What follows belongs to an exercise in optimizing a design on an open flow for small area, a short achievable clock period and few clock cycles per item; a production flow would make more cautious choices.
In this exercise RTL edits were held to simulation tests only and were not proved equivalent to the original.
The flow treats the clock pin as an ideal source, which a real chip does not have.
Power and IR drop assume default switching activity.

## flow/design.v (module list and top-level ports; edited modules follow where they fit)
// module csa_fa: 11 lines
// module csa_ha: 10 lines
// module iq_corr_accum: 2415 lines
module iq_corr_accum
#(
    parameter int LOG2_N = 4
) (
    input  logic               clk,
    input  logic               rst_n,
    input  logic               clr,
    input  logic               s_valid,
    output logic               s_ready,
    input  logic signed [15:0] s_xi,
    input  logic signed [15:0] s_xq,
    input  logic signed [15:0] s_ri,
    input  logic signed [15:0] s_rq,
    output logic               m_valid,
    input  logic               m_ready,
    output logic signed [63:0] m_wi,
    output logic signed [63:0] m_wq,
    output iq_corr_pkg::slot_state_t o_dbg_slot
);
  // ...
==> flow/flow/run.sh <==
#!/bin/bash
# The standard layout (standard.sh) with two changes:
#  - the port buffers are plain buffers (buf_1) instead of the delay cells buffer_ports picks
#    by default, which the repair steps then cannot resize;
#  - after clock tree synthesis, skew.tcl delays the clock of the accumulator registers (useful
#    skew for the register-to-register multiply-accumulate paths), and timing repair aims at the
#    shorter period only from then on.
# Each step's full output goes to a log file of its own here.
set -euo pipefail
export BUFFER_PORTS_ARGS="-buffer_cell sky130_fd_sc_hd__buf_1"
SETUP_SLACK_MARGIN=0 bash standard.sh cts > flow_to_cts.log 2>&1
R=orfs/results/$FLOW_PLATFORM/iq_corr_accum/base
printf 'read_db %s\nsource flow/skew.tcl\n' "$R/4_cts.odb" > skew_run.tcl
SKEW_DB="$R/4_cts.odb" SKEW_CELLS="sky130_fd_sc_hd__clkdlybuf4s50_1 sky130_fd_sc_hd__clkbuf_8" \
  openroad -no_init -exit skew_run.tcl > skew.log 2>&1
SETUP_SLACK_MARGIN=4.75 bash standard.sh finish > flow_finish.log 2>&1
==> flow/flow/skew.tcl <==
# Useful skew between registers inside the design: the clock of the carry-save accumulator
# registers (r_ti_*, r_tq_*) arrives later than that of the other registers. This gives the
# multiply-accumulate paths (stage-1 registers -> accumulator) more time and takes it from
# the output adder paths (accumulator -> output slot), which have time to spare.
# Accumulator -> accumulator paths keep the same clock at both ends. No port is involved:
# the accumulator registers neither take inputs nor drive outputs. On each clock leaf net
# that reaches them, a delay cell followed by a clock buffer takes their clock pins.
set cells $::env(SKEW_CELLS)
set db [ord::get_db]
set block [ord::get_db_block]
set groups [dict create]
foreach inst [$block getInsts] {
  if {[regexp {^r_t[iq]_[sc]\W} [$inst getName]]} {
    set net [[$inst findITerm CLK] getNet]
    dict lappend groups [$net getName] $inst
  }
}
set i 0
dict for {netname insts} $groups {
  set net [$block findNet $netname]
  set x 0; set y 0
  foreach f $insts { set loc [$f getLocation]; incr x [lindex $loc 0]; incr y [lindex $loc 1] }
  set n [llength $insts]
  set prev $net
  set k 0
  foreach cell $cells {
    set buf [odb::dbInst_create $block [$db findMaster $cell] skew_buf_${i}_$k]
    set nn [odb::dbNet_create $block skew_clk_${i}_$k]
    $nn setSigType CLOCK
    [$buf findITerm A] connect $prev
    [$buf findITerm X] connect $nn
    $buf setLocation [expr {$x / $n}] [expr {$y / $n}]
    $buf setPlacementStatus PLACED
    set prev $nn
    incr k
  }
  foreach f $insts { set it [$f findITerm CLK]; $it disconnect; $it connect $prev }
  incr i
}
puts "skew: $i delay chains ($cells)"
global_connect
detailed_placement
check_placement -verbose
write_db $::env(SKEW_DB)
==> flow/standard.sh <==
#!/bin/bash
# synth_recipe.tcl (not shown) runs the flow's synth.tcl, then flattens the netlist and writes it again
# the make line also repeats each setting of config.mk as NAME=value (left out here)
make -C /OpenROAD-flow-scripts/flow DESIGN_CONFIG=/design/flow/config.mk WORK_HOME=/design/flow/orfs CLKGATE_MAP_FILE= SYNTH_SCRIPT=/design/flow/synth_recipe.tcl "${@:-finish}"
==> flow/config.mk <==
export PLATFORM = sky130hd
export DESIGN_NAME = iq_corr_accum
export DESIGN_NICKNAME = iq_corr_accum
export VERILOG_FILES = /design/flow/design.v
export SDC_FILE = /design/flow/constraint.sdc
export NUM_CORES = 4
export LEC_CHECK = 0
export ABC_CLOCK_PERIOD_IN_PS = 4000
export CAP_MARGIN = 20
export CORE_MARGIN = 2
export CORE_UTILIZATION = 40
export HOLD_SLACK_MARGIN = 0.2
export SLEW_MARGIN = 20
export SYNTH_HIERARCHICAL = 1
export SYNTH_MINIMUM_KEEP_SIZE = 0
==> flow/constraint.sdc <==
create_clock -name core_clock -period 8.5 [get_ports {clk}]
set_input_delay 1.7000 -clock core_clock [delete_from_list [all_inputs] [get_ports {clk}]]
set_output_delay 1.7000 -clock core_clock [all_outputs]
set_load 0.01 [all_outputs]
==> results.cfg, run 1 <==
[cells_and_area]
final_common_cell = sky130_fd_sc_hd__fa_1
multiInputGateArea_um2 = 25300
multi_input_area_share = 0.676
signal_buffers = 309
fin_area_um2 = 37400
layout.buffer.nonclock.area_share = 0.0494
seqAreaFraction = 0.194
area_growth_syn_to_layout_pct = 9.39
dominant_kind_of_cell = multi-input gates

[clock_network]
cts_max_level = 2
cts_inserted_buffers = 38
clock_tree_from_tritoncts = done
clock_insertion_delay_worst_skew_ps = 1230
clk_path_buf_depth = 3
clk_transition_reported_paths_ps = 50

[critical_path]
critPathSlowestCell = sky130_fd_sc_hd__buf_2
slowest_delay_ps = 130

[power]
switching_share = 0.436
total_switching_power_w = 0.00683
p_total_w = 0.0157
clkPwrFrac = 0.135
powerComb_w = 0.0106

[floorplanning]
floorplan.die.width_um = 296
fp.coreArea_um2 = 84900

[placement]
place.detailed.hpwl_mm = 66.3
pre_cts_ws_ps = 3640

[yosys]
synth-seq-area-share = 0.207
syn-instance-count = 2993
synth_compound_area_frac = 0.129

[run_status]
status = no timing/DRC/antenna violations
Testbench counts, summed over its fixed seeds: cycles 3,090, items 3,072.
==> run 2: changes to the inputs <==
--- a/flow/config.mk
+++ b/flow/config.mk
@@ -9,6 +9,8 @@
 export CAP_MARGIN = 20
 export CORE_MARGIN = 2
 export CORE_UTILIZATION = 40
+export CTS_CLUSTER_DIAMETER = 100
+export CTS_CLUSTER_SIZE = 30
 export HOLD_SLACK_MARGIN = 0.2
 export SLEW_MARGIN = 20
 export SYNTH_HIERARCHICAL = 1
==> run 2 against run 1 <==
Still clean; first-iteration DRC count fell by 0.23%; fmax barely moved; global-route usage fell by 0.28 points; synthesized area did not move; combinational power barely moved; clock power fell by 41%; highest routed layer unchanged; sequential power barely moved; flip-flop and latch count did not move; register-to-register slack got worse by 40 ps; total power fell by 5.7%; die area did not move.
==> results.cfg, run 2 <==
[run_status]
status = no timing/DRC/antenna violations

[critical_path]
worstPathCellList = buf_8, nor2b_4, nor3_2, buf_2
timing_worst_setup_path_type = input port to output pin
critical_path.reg2reg.endpoint = r_tq_c[16]
worst_r2r_startpoint = r_ri_neg[3]
cp_data_required_time_ps = 6800
timing.critical_path.from_type = input port
rrSetupSlack_ps = 4820
critPathSlowestCell = sky130_fd_sc_hd__buf_2
worstPathArrival_ps = 2090
endpoint_kind = output pin
slowest_delay_ps = 130
timing.reg2reg.worst_path_depth = 8
worstPathMaxFanout = 2

[placement]
dp_cells = 4047
gpl.final_weighted_congestion = 0.829
place.detailed.hpwl_mm = 66.3
io_buf_count = 199
pre_cts_ws_ps = 3640

[clock_network]
clk_path_buf_depth = 3
ctsRootBufferMaster = sky130_fd_sc_hd__clkbuf_16
clock_insertion_delay_worst_skew_ps = 1220
cts_max_level = 1
cts.sink_count = 314
clk_transition_reported_paths_ps = 100
clock_tree_from_tritoncts = done
cts_inserted_buffers = 17

[cells_and_area]
layout-drive-gt1-share = 0.0634
ff_latch_area_um2 = 7270
instances_no_fill = 4110
area_growth_syn_to_layout_pct = 6.60
layout_common_cells = sky130_fd_sc_hd__fa_1 (635), sky130_fd_sc_hd__xnor2_1 (526), sky130_fd_sc_hd__a22oi_1 (480)
num-nets-final = 3761
final_common_cell = sky130_fd_sc_hd__fa_1
num-fill-cells = 8113
multiInputGateArea_um2 = 25300
diodes_inserted = 0

[power]
vdd_ir_drop_max_v = 0.000279
power_frac_seq = 0.200
p_total_w = 0.0148
total_leakage_power_nw = 12.7
pwr_density_cell_nw_per_um2 = 406
internal-power_w = 0.00812
switching_share = 0.451
total_switching_power_w = 0.00668
power.share.combinational = 0.716
clkPwrFrac = 0.084

[yosys]
yosys_register_bits = 314
post_synth_num_cell_types = 48
ys_warn_count = 7
postSynth.topFlopCell = sky130_fd_sc_hd__dfxtp_1
synth_top_cell_by_area = sky130_fd_sc_hd__fa_1
post_synth_most_frequent_cells = sky130_fd_sc_hd__fa_1 (636), sky130_fd_sc_hd__xnor2_1 (526), sky130_fd_sc_hd__a22oi_1 (480)
yosysMostFrequentCell = sky130_fd_sc_hd__fa_1
synthesis.area_per_instance_um2 = 11.4
synth-async-reset-ratio = 0.0318
syn_area_um2 = 34200
synthTopCellsByArea = sky130_fd_sc_hd__fa_1 (37%), sky130_fd_sc_hd__xnor2_1 (13%), sky130_fd_sc_hd__dfxtp_1 (13%)
syn-instance-count = 2993
synth-seq-area-share = 0.207
synth.top_cell.area_share = 0.373
synth_edf_count = 74

[min_path]
min_delay_path_depth = 2
hold_path_end = r_tq_s[0]
holdCritStartpoint = r_rq_nneg[0]
worstHoldPathType = flop to flop

[floorplanning]
floorplan.die_area_um2 = 87800
fp.coreArea_um2 = 84900
num_rows = 107
floorplan.die.width_um = 296
starting_utilization_of_the_core_area = 0.403
pin_count = 200
die_h_um = 296

[sta]
grt_setup_unrepaired = true
slew_headroom = 0.441
timing_hold_violations_final = 0
finClkSkew_ps = 711
report.final.setup_viol = 0
final_period_minus_worst_setup_slack_ps = 3790
worst_pin_slew_ps = 839
layout_worst_path_cycle_share = 0.446
tns_ps = 0
fin_ws_ps = 4710
timing.final.max_slew_violations = 0
clock.fmax_mhz = 264
fin_hold_ws_ps = 227

[grt]
grt_pass1_wl_mm = 153
gr-total-overflow = 0
gr-usage-all-layers = 0.230
antenna_found_initial = 2
grt_pass1_vias = 24700
largest_net_degree_at_the_start_of_global_routing = 65

[routing]
drt_iter0_markers = 2595
detail_route.wl_per_cell_um = 24.6
final_antenna_net_count = 0
first_pass_iters = 11
drc = 0
viasPerCell = 5.69
vias = 23400
postRouteWirelength_mm = 101

[flow_run]
cap_violations = 0
## run 2: cell counts after synthesis
Identical to the previous run, type by type.
## run 2: critical path, delay by kind of cell
| kind | cells | cell delay (ps) |
|---|---|---|
| buffers and inverters | 2 | 230 |
| and+or+nand+nor | 2 | 160 |
## run 2: logic make-up after synthesis
group / after synthesis / share of synthesized area
flip-flops: 314 / 0.207
multiplexers: 14 / 0.00410
AND/OR/NAND/NOR: 289 / 0.0447
buffers and inverters: 445 / 0.0566
XOR/XNOR: 581 / 0.149
other: 1 / 0.000110
adder cells (fa/ha/maj): 736 / 0.409
AO/OA/AOI/OAI: 613 / 0.129
## run 2: cell type report
class	instances	area share
multi-input combinational	2239	0.694
sequential	314	0.200
tap	1144	0.0393
timing repair buffer	262	0.0350
clock buffer	19	0.0119
inverter	100	0.0103
buffer	22	0.00718
clock inverter	10	0.00312
## run 2: worst max-delay path by stage
stage | slack [ps] | to | from
final | 4710 | s_ready | m_ready
after CTS | 3630 | r_tq_c[21] | r_first1
after floorplan | 4450 | r_tq_c[19] | r_rq_nneg[7]
after global routing | 4700 | s_ready | m_ready
after detailed placement | 3640 | r_tq_c[21] | r_first1
after global placement | 3710 | r_tq_c[21] | r_first1
## run 2: modules after synthesis, one instance, submodules excluded
module         times used  flops+latches  cells inside
iq_corr_accum           1            314          2389
csa_fa                602              0             1
csa_ha                  2              0             1
## run 2: metal layers
layer	routed length, um	share of wire	GRT usage
met1	41200	0.41	0.322
met2	47000	0.47	0.364
met4	3240	0.032	0.0658
met5	13	0.00013	0
met3	9540	0.094	0.0457
## run 2: what timing repair did
item | 4_1_cts | 5_1_grt
setup buffers | 0 | 10
resized for setup | 0 | 84
hold buffers | 0 | 2
endpoints found under the hold margin | 0 | 5
setup endpoints to repair | 0 | 92
## run 2: power groups by stage
stage / Combinational (W) / Clock, W / Sequential [W]
after floorplan: 0.00821 / 0 / 0.00275
after detailed placement: 0.0109 / 0 / 0.00299
after global placement: 0.0104 / 0 / 0.00300
after global routing: 0.0127 / 0.00135 / 0.00301
final: 0.0106 / 0.00124 / 0.00296
after CTS: 0.0109 / 0.00103 / 0.00297
## run 2: per-stage QoR
| stage | area, um2 | utilization |
|---|---|---|
| 3_3_place_gp | 35300 | 0.416 |
| 5_1_grt | 36400 | 0.429 |
| 4_1_cts | 35800 | 0.422 |
| 6_report | 36400 | 0.429 |
| 3_5_place_dp | 35300 | 0.416 |
| 2_1_floorplan | 34200 | - |
==> run 3: changes to the inputs <==
--- a/flow/flow/run.sh
+++ b/flow/flow/run.sh
@@ -11,6 +11,6 @@
 SETUP_SLACK_MARGIN=0 bash standard.sh cts > flow_to_cts.log 2>&1
 R=orfs/results/$FLOW_PLATFORM/iq_corr_accum/base
 printf 'read_db %s\nsource flow/skew.tcl\n' "$R/4_cts.odb" > skew_run.tcl
-SKEW_DB="$R/4_cts.odb" SKEW_CELLS="sky130_fd_sc_hd__clkdlybuf4s50_1 sky130_fd_sc_hd__clkbuf_8" \
+SKEW_DB="$R/4_cts.odb" SKEW_CELLS="sky130_fd_sc_hd__clkdlybuf4s50_1 sky130_fd_sc_hd__clkbuf_16" \
   openroad -no_init -exit skew_run.tcl > skew.log 2>&1
 SETUP_SLACK_MARGIN=4.75 bash standard.sh finish > flow_finish.log 2>&1
==> run 3 against run 2 <==
Still clean on timing, DRC and antenna; wire length is essentially flat; fmax about the same; sequential share of layout area decreased by 0.077 points; global-route usage is essentially flat; cell area increased by 0.35%; total power is 0.85% higher; clock skew rose by 11 ps; worst hold slack worse by 20 ps; critical path depth stayed put; non-clock buffer count stayed put; clock power rose by 9.7%; critical path type unchanged; highest routed layer unchanged.
==> results.cfg, run 3 <==
[yosys]
syn-instance-count = 2993
syn_area_um2 = 34200
yosysMostFrequentCell = sky130_fd_sc_hd__fa_1
synth_edf_count = 74
postSynth.topFlopCell = sky130_fd_sc_hd__dfxtp_1
yosys.area_share.simple = 0.0447
synth-seq-area-share = 0.207
synthesized_area_fraction_occupied_by_adder_cells = 0.409
post_synth_num_cell_types = 48
ys_warn_count = 7
yosys_register_bits = 314
synth.mux.area_fraction = 0.00410
synthesis.area_per_instance_um2 = 11.4
synthTopCellsByArea = sky130_fd_sc_hd__fa_1 (37%), sky130_fd_sc_hd__xnor2_1 (13%), sky130_fd_sc_hd__dfxtp_1 (13%)
synthXorXnorAreaFrac = 0.149
synth.top_cell.area_share = 0.373
synth_top_cell_by_area = sky130_fd_sc_hd__fa_1
post_synth_most_frequent_cells = sky130_fd_sc_hd__fa_1 (636), sky130_fd_sc_hd__xnor2_1 (526), sky130_fd_sc_hd__a22oi_1 (480)
synth-async-reset-ratio = 0.0318
combinational_family_with_the_most_area_after_synthesis = adder cells
synth_compound_area_frac = 0.129

[placement]
gpl.final_weighted_congestion = 0.829
pre_cts_ws_ps = 3640
place.detailed.hpwl_mm = 66.3
io_buf_count = 199

[routing]
postRouteWirelength_mm = 101
drc = 0
first_pass_iters = 6
viasPerCell = 5.69
detail_route.wl_per_cell_um = 24.6
drt_iter0_markers = 2474
vias = 23400
final_antenna_net_count = 0

[clock_network]
cts_inserted_buffers = 17
clock_tree_from_tritoncts = done
clk_path_buf_depth = 3
cts_max_level = 1
clock_insertion_delay_worst_skew_ps = 1230
clk_transition_reported_paths_ps = 100
ctsRootBufferMaster = sky130_fd_sc_hd__clkbuf_16
cts.sink_count = 314

[sta]
timing.final.max_slew_violations = 0
timing_hold_violations_final = 0
layout_worst_path_cycle_share = 0.446
grt_setup_unrepaired = true
worst_pin_slew_ps = 829
report.final.setup_viol = 0
fin_hold_ws_ps = 207
tns_ps = 0
finClkSkew_ps = 722
fin_ws_ps = 4710
final_period_minus_worst_setup_slack_ps = 3790
slew_headroom = 0.447
clock.fmax_mhz = 264

[floorplanning]
num_rows = 107
floorplan.die.width_um = 296
starting_utilization_of_the_core_area = 0.403
die_h_um = 296
fp.coreArea_um2 = 84900
pin_count = 200
floorplan.die_area_um2 = 87800

[critical_path]
critical_path.reg2reg.endpoint = r_tq_c[17]
worstPathMaxFanout = 2
slowest_delay_ps = 130
worst_setup_path_startpoint = m_ready
timing.reg2reg.worst_path_depth = 8
cp_data_required_time_ps = 6800
worstPathArrival_ps = 2090
worstPathCellList = buf_8, nor2b_4, nor3_2, buf_2
rrSetupSlack_ps = 4850
timing_worst_setup_path_type = input port to output pin
endpoint_kind = output pin
path_buf_inv = 2
worst_r2r_startpoint = r_ri_neg[3]
critPathSlowestCell = sky130_fd_sc_hd__buf_2
timing.critical_path.from_type = input port
family_with_the_most_delay_on_the_worst_path = buffers and inverters

[min_path]
min_delay_path_depth = 2
worstHoldPathType = flop to flop
holdCritStartpoint = r_rq_nneg[0]
hold_path_end = r_tq_s[0]

[cells_and_area]
layout-drive-gt1-share = 0.0634
layout_common_cells = sky130_fd_sc_hd__fa_1 (635), sky130_fd_sc_hd__xnor2_1 (526), sky130_fd_sc_hd__a22oi_1 (480)
area_growth_syn_to_layout_pct = 6.98
final_common_cell = sky130_fd_sc_hd__fa_1
num-nets-final = 3761
diodes_inserted = 0

[grt]
largest_net_degree_at_the_start_of_global_routing = 65
gr-usage-all-layers = 0.230
grt.busiest_layer = met2
antenna_found_initial = 2
gr-total-overflow = 0
grt_pass1_wl_mm = 153
globalRouteMet3Util = 0.0456
grt_util_met1 = 0.322
gr_util_met2 = 0.364
grt_pass1_vias = 24600

[run_status]
status = no timing/DRC/antenna violations

[power]
total_leakage_power_nw = 12.8
pwr_density_cell_nw_per_um2 = 408
vdd_ir_drop_max_v = 0.000284

[flow_run]
cap_violations = 0
==> run 3: cell counts after synthesis <==
No cell type changed its count.
==> run 3: logic make-up (layout without fill, tap and decap cells) <==
family	after synthesis	after routing
DFF	314	314
and+or+nand+nor	289	289
muxes	14	14
adders and majority gates	736	736
xor gates and xnor gates	581	581
other	1	6
AOI/OAI and AO/OA	613	613
buffers and inverters	445	413
==> run 3: area by class of cell <==
class                      count  area [um2]
multi-input combinational   2239       25300
sequential                   314        7270
buffer                        22         385
timing repair buffer         262        1280
tap                         1144        1430
fill                        8103       48300
clock inverter                10         114
inverter                     100         375
clock buffer                  19         433
==> run 3: where the power goes <==
group | total, W | leakage [nW] | internal (W) | switching [W]
registers | 0.00296 | 2.76 | 0.00251 | 0.000449
clock network | 0.00136 | 0.440 | 0.000708 | 0.000657
logic | 0.0106 | 9.58 | 0.00501 | 0.00559
==> run 3: repair_timing <==
action | 4_1_cts | 5_1_grt
setup endpoints to repair | 0 | 94
hold buffers | 0 | 2
buffers inserted | 0 | 10
hold endpoints to repair | 0 | 6
gates resized for setup | 0 | 83
==> run 3: metrics by stage <==
step	utilization	power (W)	instances	instance area [um2]
global placement	0.416	0.0134	4047	35300
CTS	0.422	0.0149	4076	35800
finish	0.431	0.0149	4110	36600
detailed placement	0.416	0.0139	4047	35300
global route	0.431	0.0172	4110	36600
floorplan	-	0.0110	2998	34200
==> run 3: worst max path at each step <==
stage	to	cells past startpoint
after CTS	r_tq_c[21]	9
final	s_ready	4
after global placement	r_tq_c[21]	9
after detailed placement	r_tq_c[21]	9
after global routing	s_ready	4
after floorplan	r_tq_c[19]	9
==> run 3: per-layer routing <==
layer  routed length (um)  part of all wire  vias to the layer above
met2                47200              0.47                     1373
li1                     -                 -                     9816
met4                 2910             0.029                        2
met3                 9910             0.098                      156
met1                41000              0.41                    12000
met5                   13           0.00013                        -
==> run 3: worst reg2reg max path, cell delays in order, from the launching register on <==
cell and delay [ps]:
sky130_fd_sc_hd__dfxtp_4 590, sky130_fd_sc_hd__buf_4 500, sky130_fd_sc_hd__xnor2_1 190, sky130_fd_sc_hd__fa_1 530, sky130_fd_sc_hd__fa_1 500, sky130_fd_sc_hd__fa_1 520
sky130_fd_sc_hd__fa_1 410, sky130_fd_sc_hd__fa_1 530, sky130_fd_sc_hd__fa_1 410
==> run 3: per-module statistics from Yosys, one instance, submodules excluded <==
module | cells inside | area, um2 | flops+latches
iq_corr_accum | 2389 | 22100 | 314
csa_fa | 1 | 20.0 | 0
csa_ha | 1 | 12.5 | 0
==> run 4: changes to the inputs <==
--- a/flow/config.mk
+++ b/flow/config.mk
@@ -9,8 +9,8 @@
 export CAP_MARGIN = 20
 export CORE_MARGIN = 2
 export CORE_UTILIZATION = 40
-export CTS_CLUSTER_DIAMETER = 100
-export CTS_CLUSTER_SIZE = 30
+export CTS_CLUSTER_DIAMETER = 80
+export CTS_CLUSTER_SIZE = 20
 export HOLD_SLACK_MARGIN = 0.2
 export SLEW_MARGIN = 20
 export SYNTH_HIERARCHICAL = 1
==> run 4 against run 3 <==
First-iteration DRC count is 3.4% higher; cell count increased by 0.78%; still clean; critical path type unchanged; sequential power about the same; critical endpoint unchanged; worst setup slack lost 7.8 ps; via count is 0.62% higher; worst hold slack about the same; combinational power about the same.
==> results.cfg, run 4 <==
[critical_path]
timing.critical_path.from_type = input port
worstSetupEndpoint = s_ready
critical_path.reg2reg.endpoint = r_tq_c[17]
worst_setup_path_startpoint = m_ready
worstPathMaxFanout = 2
endpoint_kind = output pin
rrSetupSlack_ps = 4830
family_with_the_most_delay_on_the_worst_path = buffers and inverters
critPathSlowestCell = sky130_fd_sc_hd__buf_2
worst_r2r_startpoint = r_ri_neg[3]
worstPathCellList = buf_8, nor2b_4, nor3_2, buf_2
worstSetupPathDepth = 4
timing.reg2reg.worst_path_depth = 8
worstPathArrival_ps = 2100
slowest_delay_ps = 130
cp_data_required_time_ps = 6800
path_buf_inv = 2
timing_worst_setup_path_type = input port to output pin

[floorplanning]
floorplan.die.width_um = 296
floorplan.die_area_um2 = 87800
die_h_um = 296
num_rows = 107
fp.coreArea_um2 = 84900
starting_utilization_of_the_core_area = 0.403
pin_count = 200

[sta]
layout_worst_path_cycle_share = 0.447
tns_ps = 0
finClkSkew_ps = 717
timing.final.max_slew_violations = 0
timing_hold_violations_final = 0
final_period_minus_worst_setup_slack_ps = 3800
worst_pin_slew_ps = 830
grt_setup_unrepaired = true
slew_headroom = 0.446
report.final.setup_viol = 0
clock.fmax_mhz = 263
fin_ws_ps = 4700

[run_status]
status = no timing/DRC/antenna violations

[yosys]
synthTopCellsByArea = sky130_fd_sc_hd__fa_1 (37%), sky130_fd_sc_hd__xnor2_1 (13%), sky130_fd_sc_hd__dfxtp_1 (13%)
post_synth_most_frequent_cells = sky130_fd_sc_hd__fa_1 (636), sky130_fd_sc_hd__xnor2_1 (526), sky130_fd_sc_hd__a22oi_1 (480)
yosys_register_bits = 314
synth_edf_count = 74
syn-instance-count = 2993
yosysMostFrequentCell = sky130_fd_sc_hd__fa_1
synth-seq-area-share = 0.207
synth-async-reset-ratio = 0.0318
synth.top_cell.area_share = 0.373
ys_warn_count = 7
post_synth_num_cell_types = 48
syn_area_um2 = 34200
synthesis.area_per_instance_um2 = 11.4
postSynth.topFlopCell = sky130_fd_sc_hd__dfxtp_1
synth_top_cell_by_area = sky130_fd_sc_hd__fa_1

[placement]
place.detailed.hpwl_mm = 66.3
pre_cts_ws_ps = 3640
placed_cell_area_um2 = 35300
gpl.final_weighted_congestion = 0.829
io_buf_count = 199

[routing]
drc = 0
drt_iter0_markers = 2558
final_antenna_net_count = 0
postRouteWirelength_mm = 101
detail_route.wl_per_cell_um = 24.5
viasPerCell = 5.68
first_pass_iters = 6
vias = 23500

[clock_network]
clk_path_buf_depth = 3
clock_insertion_delay_worst_skew_ps = 1270
ctsRootBufferMaster = sky130_fd_sc_hd__clkbuf_16
cts_max_level = 1
clock_tree_from_tritoncts = done
cts.sink_count = 314
cts_inserted_buffers = 25
clk_transition_reported_paths_ps = 70

[power]
power_frac_seq = 0.193
pwr_density_cell_nw_per_um2 = 415
clkPwrFrac = 0.118
switching_share = 0.441
power.share.combinational = 0.689
internal-power_w = 0.00860
vdd_ir_drop_max_v = 0.000281
total_leakage_power_nw = 13.0
total_switching_power_w = 0.00678

[grt]
grt_pass1_wl_mm = 154
antenna_found_initial = 1
gr-usage-all-layers = 0.231
largest_net_degree_at_the_start_of_global_routing = 65
gr-total-overflow = 0
grt_pass1_vias = 24900

[cells_and_area]
layout-drive-gt1-share = 0.0707
num-nets-final = 3783
finish.utilization = 0.437
fin_area_um2 = 37100
final_common_cell = sky130_fd_sc_hd__fa_1
layout_common_cells = sky130_fd_sc_hd__fa_1 (636), sky130_fd_sc_hd__xnor2_1 (526), sky130_fd_sc_hd__a22oi_1 (480)
area_growth_syn_to_layout_pct = 8.45

[flow_run]
cap_violations = 0

[min_path]
worstHoldPathType = flop to flop
==> run 4: timing repair <==
item,4_1_cts,5_1_grt
setup endpoints to repair,0,96
gates resized for setup,0,81
hold buffers,0,2
endpoints found under the hold margin,0,6
buffers inserted,0,10
==> run 4: logic make-up (layout without fill, tap and decap cells) <==
| kind of cell | after synthesis | in the layout | share of synthesized area |
|---|---|---|---|
| other | 1 | 7 | 0.000110 |
| AND/OR/NAND/NOR | 289 | 289 | 0.0447 |
| buffers and inverters | 445 | 444 | 0.0566 |
| multiplexers | 14 | 14 | 0.00410 |
| flip-flops | 314 | 314 | 0.207 |
| XOR/XNOR | 581 | 581 | 0.149 |
| adder cells (fa/ha/maj) | 736 | 736 | 0.409 |
| AO/OA/AOI/OAI | 613 | 613 | 0.129 |
==> run 4: metrics by stage <==
| stage | std cells | total power, W | hold slack (ps) |
|---|---|---|---|
| after detailed placement | 4047 | 0.0139 | 402 |
| after floorplan | 2998 | 0.0110 | 355 |
| after CTS | 4093 | 0.0152 | 421 |
| after global routing | 4141 | 0.0177 | 220 |
| final | 4142 | 0.0154 | 206 |
| after global placement | 4047 | 0.0134 | 406 |
==> run 4: layout make-up <==
type / count / area (um2)
fillers: 8068 / 47800
multi-input cells: 2239 / 25300
flip-flops and latches: 314 / 7260
well taps: 1144 / 1430
repair buffers: 262 / 1280
plain buffers: 36 / 631
clock buffers: 26 / 629
inverters: 100 / 375
clock inverters: 20 / 180
diodes: 1 / 2.50
==> run 4: worst min-delay path by stage <==
stage	from	end	slack (ps)	cells after the start
2_1_floorplan	r_last1	r_done	350	0
3_3_place_gp	r_last1	r_done	410	0
3_5_place_dp	r_last1	r_done	400	0
4_1_cts	r_last1	r_done	420	0
5_1_grt	r_rq_nneg[0]	r_tq_s[0]	220	2
6_report	r_rq_nneg[0]	r_tq_s[0]	210	2
==> run 4: layer usage <==
metal	vias up	routed length, um	track usage
met1	12100	40600	0.321
met5	-	15	0
met4	2	3530	0.0700
met3	206	10200	0.0490
li1	9874	-	-
met2	1391	47000	0.364
==> run 4: per-module statistics from Yosys (local to each module, per instance) <==
module	cell area, um2	flops+latches	cells	copies in the design
iq_corr_accum	22100	314	2389	1
csa_ha	12.5	0	1	2
csa_fa	20.0	0	1	602
==> run 4: power by group through the flow <==
stage,logic (W),clock network [W],registers [W]
2_1_floorplan,0.00821,0,0.00275
3_3_place_gp,0.0104,0,0.00300
3_5_place_dp,0.0109,0,0.00299
4_1_cts,0.0109,0.00127,0.00297
5_1_grt,0.0127,0.00195,0.00302
6_report,0.0106,0.00182,0.00296
==> run 4: worst min-delay path, cell delays in order, from the launching register on <==
cell and delay [ps]:
sky130_fd_sc_hd__dfxtp_1 310, sky130_fd_sc_hd__buf_4 310, sky130_fd_sc_hd__fa_1 210

-- port drivers added, routing unchanged --
In the flow no input, the clock included, has a driving cell. The finished layouts below were timed again as built, in two steps. Step 1 sets driving cells, clkbuf_16 on the clock port and buf_2 on the other inputs (assumed; they add their load-dependent delay and slew). Step 2, shift: input delay + t, output delay - t, t = (earliest + latest rising clock arrival at the registers) / 2. This alone moves slack from input paths to output paths. Slacks: ideal / step 1 / step 2; pairs: ideal / step 1.
run | t, ns | setup slack, ns | worst setup path at the end | clock arrival spread, ns | cell pins on the clock port's net
run 1 | 0.955 | 4.708 / 4.669 / 4.669 | input to output | 0.683 / 0.683 | 1
run 2 | 0.934 | 4.709 / 4.670 / 4.670 | input to output | 0.719 / 0.719 | 1
run 3 | 0.940 | 4.708 / 4.669 / 4.669 | input to output | 0.731 / 0.730 | 1
run 4 | 0.974 | 4.700 / 4.661 / 4.661 | input to output | 0.717 / 0.718 | 1
Clock arrivals are far apart in every run listed, so t is only a midpoint there and step 2 fits no single register.
